Context: an optimization exercise on an open-source flow, tuned for small area, a short achievable clock period and few clock cycles. The choices shown serve that exercise and are no tape-out recipe. At most, simulation tests tie the RTL to the original design; equivalence was not proved. Power and IR drop assume default switching activity.

## v39
==> flow/design.v <==
package isa_pkg;
    typedef enum logic [6:0] {
        OP_LOAD  = 7'b0000011,
        OP_STORE = 7'b0100011
    } opcode_e;
    typedef enum logic [2:0] {
        F3_B  = 3'b000,
        F3_H  = 3'b001,
        F3_W  = 3'b010,
        F3_BU = 3'b100,
        F3_HU = 3'b101
    } funct3_e;
endpackage
package lsu_pkg;
    typedef enum logic [1:0] {
        SIZE_B = 2'd0,
        SIZE_H = 2'd1,
        SIZE_W = 2'd2
    } acc_size_e;
    typedef struct packed {
        logic                     is_load;
        logic                     is_signed;
        acc_size_e                size;
        logic [8-1:0] addr;
        logic [3:0]               wmask;
        logic [32-1:0]     wdata;
    } lsu_entry_t;
    typedef enum logic {
        ISSUE_IDLE = 1'b0,
        ISSUE_WAIT = 1'b1
    } issue_state_e;
endpackage
module lsu_top (
    input  logic                 clk_i,
    input  logic                 rst_n_i,
    input  logic                 req_i,
    output logic                 ack_o,
    input  logic [32-1:0] inst_i,
    input  logic [32-1:0] rs1_i,
    input  logic [32-1:0] rs2_i,
    output logic                 wb_valid_o,
    output logic [32-1:0] wb_data_o,
    output logic                 fault_o
);
    localparam int AW    = 8;
    localparam int WORDS = 2 ** (AW - 2);
    logic          ack_q;
    logic          fault_q;
    logic          ld_q;
    logic          st_q;
    logic [7:0]    lo_q [4];
    logic [7:0]    hi_q;
    logic [3:0]    offd_q;
    logic [2:0]    f3_q;
    logic [31:0]   wdata_q;
    logic          wb_valid_q;
    logic [31:0]   wb_data_q;
    logic          is_load;
    logic          is_store;
    logic [2:0]    funct3;
    logic [AW-1:0] imm;
    logic          f3_ok;
    logic          aligned;
    logic          legal;
    logic          accept;
    logic [7:0]    lo_sel;
    logic [7:0]    hi_sel;
    assign is_load  = inst_i[6:0] == isa_pkg::OP_LOAD;
    assign is_store = inst_i[6:0] == isa_pkg::OP_STORE;
    assign funct3   = inst_i[14:12];
    assign imm = {inst_i[AW+19:25], inst_i[5] ? inst_i[11:7] : inst_i[24:20]};
    function automatic logic [7:0] onehot_sum(input logic [2:0] x, input logic [2:0] y,
                                              input logic c);
        logic [7:0] dx;
        logic [7:0] dy;
        logic [7:0] r;
        dx = 8'b1 << x;
        dy = 8'b1 << y;
        for (int k = 0; k < 8; k++) begin
            r[k] = 1'b0;
            for (int j = 0; j < 8; j++) begin
                r[k] = r[k] | (dx[j] & dy[(k - j) & 7]);
            end
        end
        onehot_sum = c ? {r[6:0], r[7]} : r;
    endfunction
    logic [AW-1:0] a;
    logic [AW-1:0] b;
    logic [AW-1:0] g;
    logic [AW-1:0] p;
    logic          c2;
    logic          c5;
    assign a  = rs1_i[AW-1:0];
    assign b  = imm;
    assign g  = a & b;
    assign p  = a | b;
    assign c2 = g[1] | (p[1] & g[0]);
    assign c5 = g[4] | (p[4] & g[3]) | (p[4] & p[3] & g[2]) | (p[4] & p[3] & p[2] & g[1])
              | (p[4] & p[3] & p[2] & p[1] & g[0]);
    assign lo_sel = onehot_sum(a[4:2], b[4:2], c2);
    assign hi_sel = onehot_sum(a[AW-1:5], b[AW-1:5], c5);
    logic [3:0] offd;
    logic [3:0] da;
    logic [3:0] db;
    logic [3:0] need;
    always_comb begin
        da = 4'b1 << a[1:0];
        db = 4'b1 << b[1:0];
        for (int l = 0; l < 4; l++) begin
            offd[l] = 1'b0;
            for (int j = 0; j < 4; j++) begin
                offd[l] = offd[l] | (da[j] & db[(l - j) & 3]);
            end
        end
        for (int l = 0; l < 4; l++) begin
            case (funct3[1:0])
                2'b00:   need[l] = offd[l];
                2'b01:   need[l] = offd[l & 2];
                default: need[l] = 1'b1;
            endcase
        end
    end
    always_comb begin
        case (funct3)
            3'b000, 3'b001, 3'b010: f3_ok = 1'b1;
            3'b100, 3'b101:         f3_ok = is_load;
            default:                f3_ok = 1'b0;
        endcase
        case (funct3[1:0])
            2'b01:   aligned = a[0] == b[0];
            2'b10:   aligned = (a[0] == b[0]) && (b[1] == (a[1] ^ a[0]));
            default: aligned = 1'b1;
        endcase
    end
    assign legal  = (is_load || is_store) && f3_ok && aligned;
    assign accept = req_i && !ack_q;
    always_ff @(posedge clk_i) begin
        if (!rst_n_i) begin
            ack_q      <= 1'b0;
            fault_q    <= 1'b0;
            ld_q       <= 1'b0;
            st_q       <= 1'b0;
            wb_valid_q <= 1'b0;
        end else begin
            ack_q      <= req_i;
            fault_q    <= accept && !legal;
            ld_q       <= accept && legal && is_load;
            st_q       <= accept && legal && is_store;
            wb_valid_q <= ld_q;
        end
    end
    always_ff @(posedge clk_i) begin
        for (int l = 0; l < 4; l++) begin
            lo_q[l] <= lo_sel & {8{need[l]}};
        end
        hi_q    <= hi_sel;
        offd_q  <= offd;
        f3_q    <= funct3;
        wdata_q <= rs2_i;
    end
    logic [31:0] wdata;
    always_comb begin
        case (f3_q[1:0])
            2'b00:   wdata = {4{wdata_q[7:0]}};
            2'b01:   wdata = {2{wdata_q[15:0]}};
            default: wdata = wdata_q;
        endcase
    end
    logic [31:0] mem [WORDS];
    for (genvar w = 0; w < WORDS; w++) begin : g_word
        for (genvar b = 0; b < 4; b++) begin : g_byte
            logic we;
            assign we = st_q & hi_q[w / 8] & lo_q[b][w % 8];
            always_ff @(posedge clk_i) begin
                if (we) begin
                    mem[w][8*b +: 8] <= wdata[8*b +: 8];
                end
            end
        end
    end
    logic [7:0] grpb [8][4];
    logic [7:0] hs0  [4];
    logic [7:0] hs1  [4];
    logic [7:0] hsw;
    logic [7:0] ss1  [4];
    logic [7:0] ss23 [4];
    logic       is_b;
    logic       is_w;
    logic       sgn;
    logic       off_hi;
    logic [7:0] b0;
    logic [7:0] b1;
    logic [7:0] r2;
    logic [7:0] r3;
    logic       sx1;
    logic       sx2;
    logic       sx3;
    assign is_b   = f3_q[1:0] == 2'b00;
    assign is_w   = f3_q[1];
    assign sgn    = ~f3_q[2];
    assign off_hi = offd_q[2] | offd_q[3];
    always_comb begin
        for (int h = 0; h < 8; h++) begin
            for (int l = 0; l < 4; l++) begin
                grpb[h][l] = '0;
                for (int k = 0; k < 8; k++) begin
                    grpb[h][l] = grpb[h][l] | (mem[h*8+k][8*l +: 8] & {8{lo_q[l][k]}});
                end
            end
        end
        hsw = hi_q & {8{is_w}};
        for (int l = 0; l < 4; l++) begin
            hs0[l]  = hi_q & {8{offd_q[l]}};
            hs1[l]  = (l == 1) ? hi_q & {8{~off_hi & ~is_b}} :
                      (l == 3) ? hi_q & {8{off_hi & ~is_b}} : 8'h00;
            ss1[l]  = hs0[l] & {8{sgn & is_b}};
            ss23[l] = is_b ? hs0[l] & {8{sgn}} :
                      ((l == 1) ? hi_q & {8{~off_hi & sgn & ~is_w}} :
                       (l == 3) ? hi_q & {8{off_hi & sgn & ~is_w}} : 8'h00);
        end
        b0   = '0;
        b1   = '0;
        r2   = '0;
        r3   = '0;
        sx1  = 1'b0;
        sx2  = 1'b0;
        sx3  = 1'b0;
        for (int h = 0; h < 8; h++) begin
            for (int l = 0; l < 4; l++) begin
                b0   = b0 | (grpb[h][l] & {8{hs0[l][h]}});
                b1   = b1 | (grpb[h][l] & {8{hs1[l][h]}});
                sx1  = sx1 | (grpb[h][l][7] & ss1[l][h]);
                sx2  = sx2 | (grpb[h][l][7] & ss23[l][h]);
            end
            r2 = r2 | (grpb[h][2] & {8{hsw[h]}});
            r3 = r3 | (grpb[h][3] & {8{hsw[h]}});
        end
        for (int l = 0; l < 4; l++) begin
            for (int h = 0; h < 8; h++) begin
                sx3 = sx3 | (grpb[h][l][7] & ss23[l][h]);
            end
        end
    end
    logic [7:0]  b0_n_q;
    logic [7:0]  b1_n_q;
    logic [15:0] r23_n_q;
    logic        sx1_n_q;
    logic        sx2_n_q;
    logic        sx3_n_q;
    always_ff @(posedge clk_i) begin
        b0_n_q   <= ~b0;
        b1_n_q   <= ~b1;
        r23_n_q  <= ~{r3, r2};
        sx1_n_q  <= ~sx1;
        sx2_n_q  <= ~sx2;
        sx3_n_q  <= ~sx3;
    end
    assign wb_data_q = {~(r23_n_q[15:8] & {8{sx3_n_q}}), ~(r23_n_q[7:0] & {8{sx2_n_q}}), ~(b1_n_q & {8{sx1_n_q}}), ~b0_n_q};
    assign ack_o      = ack_q;
    assign fault_o    = fault_q;
    assign wb_valid_o = wb_valid_q;
    assign wb_data_o  = wb_data_q;
endmodule
make LEC_CHECK=0 CAP_MARGIN=20 CORE_MARGIN=2 CORE_UTILIZATION=40 SETUP_SLACK_MARGIN=2.6 SLEW_MARGIN=20 finish   # period 5.0 ns
run.sh (not shown) runs the stock make flow with config.mk's settings and CLKGATE_MAP_FILE= SYNTH_SCRIPT=/design/flow/synth_recipe.tcl, a recipe that flattens the netlist after the stock synthesis.
v39 closes out successfully: all stages finished, all timing, DRC and antenna checks passed.
Relative to v39, the following input files were edited for v19:
--- a/flow/design.v
+++ b/flow/design.v
@@ -190,14 +190,13 @@
     logic       off_hi;
     logic [7:0] b0;
     logic [7:0] b1;
     logic [7:0] r2;
     logic [7:0] r3;
     logic       sx1;
-    logic       sx2;
-    logic       sx3;
+    logic       sx23;
     assign is_b   = f3_q[1:0] == 2'b00;
     assign is_w   = f3_q[1];
     assign sgn    = ~f3_q[2];
     assign off_hi = offd_q[2] | offd_q[3];
     always_comb begin
         for (int h = 0; h < 8; h++) begin
@@ -220,44 +219,36 @@
         end
         b0   = '0;
         b1   = '0;
         r2   = '0;
         r3   = '0;
         sx1  = 1'b0;
-        sx2  = 1'b0;
-        sx3  = 1'b0;
+        sx23 = 1'b0;
         for (int h = 0; h < 8; h++) begin
             for (int l = 0; l < 4; l++) begin
                 b0   = b0 | (grpb[h][l] & {8{hs0[l][h]}});
                 b1   = b1 | (grpb[h][l] & {8{hs1[l][h]}});
                 sx1  = sx1 | (grpb[h][l][7] & ss1[l][h]);
-                sx2  = sx2 | (grpb[h][l][7] & ss23[l][h]);
+                sx23 = sx23 | (grpb[h][l][7] & ss23[l][h]);
             end
             r2 = r2 | (grpb[h][2] & {8{hsw[h]}});
             r3 = r3 | (grpb[h][3] & {8{hsw[h]}});
         end
-        for (int l = 0; l < 4; l++) begin
-            for (int h = 0; h < 8; h++) begin
-                sx3 = sx3 | (grpb[h][l][7] & ss23[l][h]);
-            end
-        end
-    end
-    logic [7:0]  b0_n_q;
-    logic [7:0]  b1_n_q;
-    logic [15:0] r23_n_q;
-    logic        sx1_n_q;
-    logic        sx2_n_q;
-    logic        sx3_n_q;
+    end
+    logic [7:0]  b0_q;
+    logic [7:0]  b1_q;
+    logic [15:0] r23_q;
+    logic        sx1_q;
+    logic        sx23_q;
     always_ff @(posedge clk_i) begin
-        b0_n_q   <= ~b0;
-        b1_n_q   <= ~b1;
-        r23_n_q  <= ~{r3, r2};
-        sx1_n_q  <= ~sx1;
-        sx2_n_q  <= ~sx2;
-        sx3_n_q  <= ~sx3;
-    end
-    assign wb_data_q = {~(r23_n_q[15:8] & {8{sx3_n_q}}), ~(r23_n_q[7:0] & {8{sx2_n_q}}), ~(b1_n_q & {8{sx1_n_q}}), ~b0_n_q};
+        b0_q   <= b0;
+        b1_q   <= b1;
+        r23_q  <= {r3, r2};
+        sx1_q  <= sx1;
+        sx23_q <= sx23;
+    end
+    assign wb_data_q = {r23_q | {16{sx23_q}}, b1_q | {8{sx1_q}}, b0_q};
     assign ack_o      = ack_q;
     assign fault_o    = fault_q;
     assign wb_valid_o = wb_valid_q;
     assign wb_data_o  = wb_data_q;
 endmodule
==> summary.txt <==
Comparing v39 with v19, the flop and latch count out of synthesis came out essentially unchanged.
On synthesized cell count, v39 and v19 are neck and neck.
Diff v39 -> v19: global-route wire length before repair saw an increase; setup slack saw a decrease; routed wire length saw an increase; total power saw a decrease; minimum clock period saw an increase.
Testbench counts of v19, summed over its fixed seeds: cycles 32,000.
Only the layout flow was run in v39; the RTL was not checked for function there.

==> afterwards: timing with drivers on the ports <==
The flow's constraints put no driver on any port. The routed layouts listed below were extracted and timed again, unchanged, in two steps. Step 1: set_driving_cell puts a clkbuf_16 on clk_i and a buf_2 on each other input, an assumption about the parent block. Step 2, shift: input delay + t, output delay - t, t = (earliest + latest rising clock arrival at the registers) / 2. This alone moves slack from input paths to output paths. Three values: ideal, step 1, step 2; two values: the first two.
| run | t, ns | slack for setup (ns) | latest minus earliest clock arrival (ns) |
|---|---|---|---|
| v39 | 0.927 | 2.246 / 2.161 / 1.722 | 0.076 / 0.076 |
| v19 | 0.922 | 2.186 / 2.102 / 1.768 | 0.066 / 0.067 |
After both steps every run listed still meets setup and hold. The setup slack of v39, which loses most, moves by -0.085 ns with the drivers and by -0.524 ns with both steps.
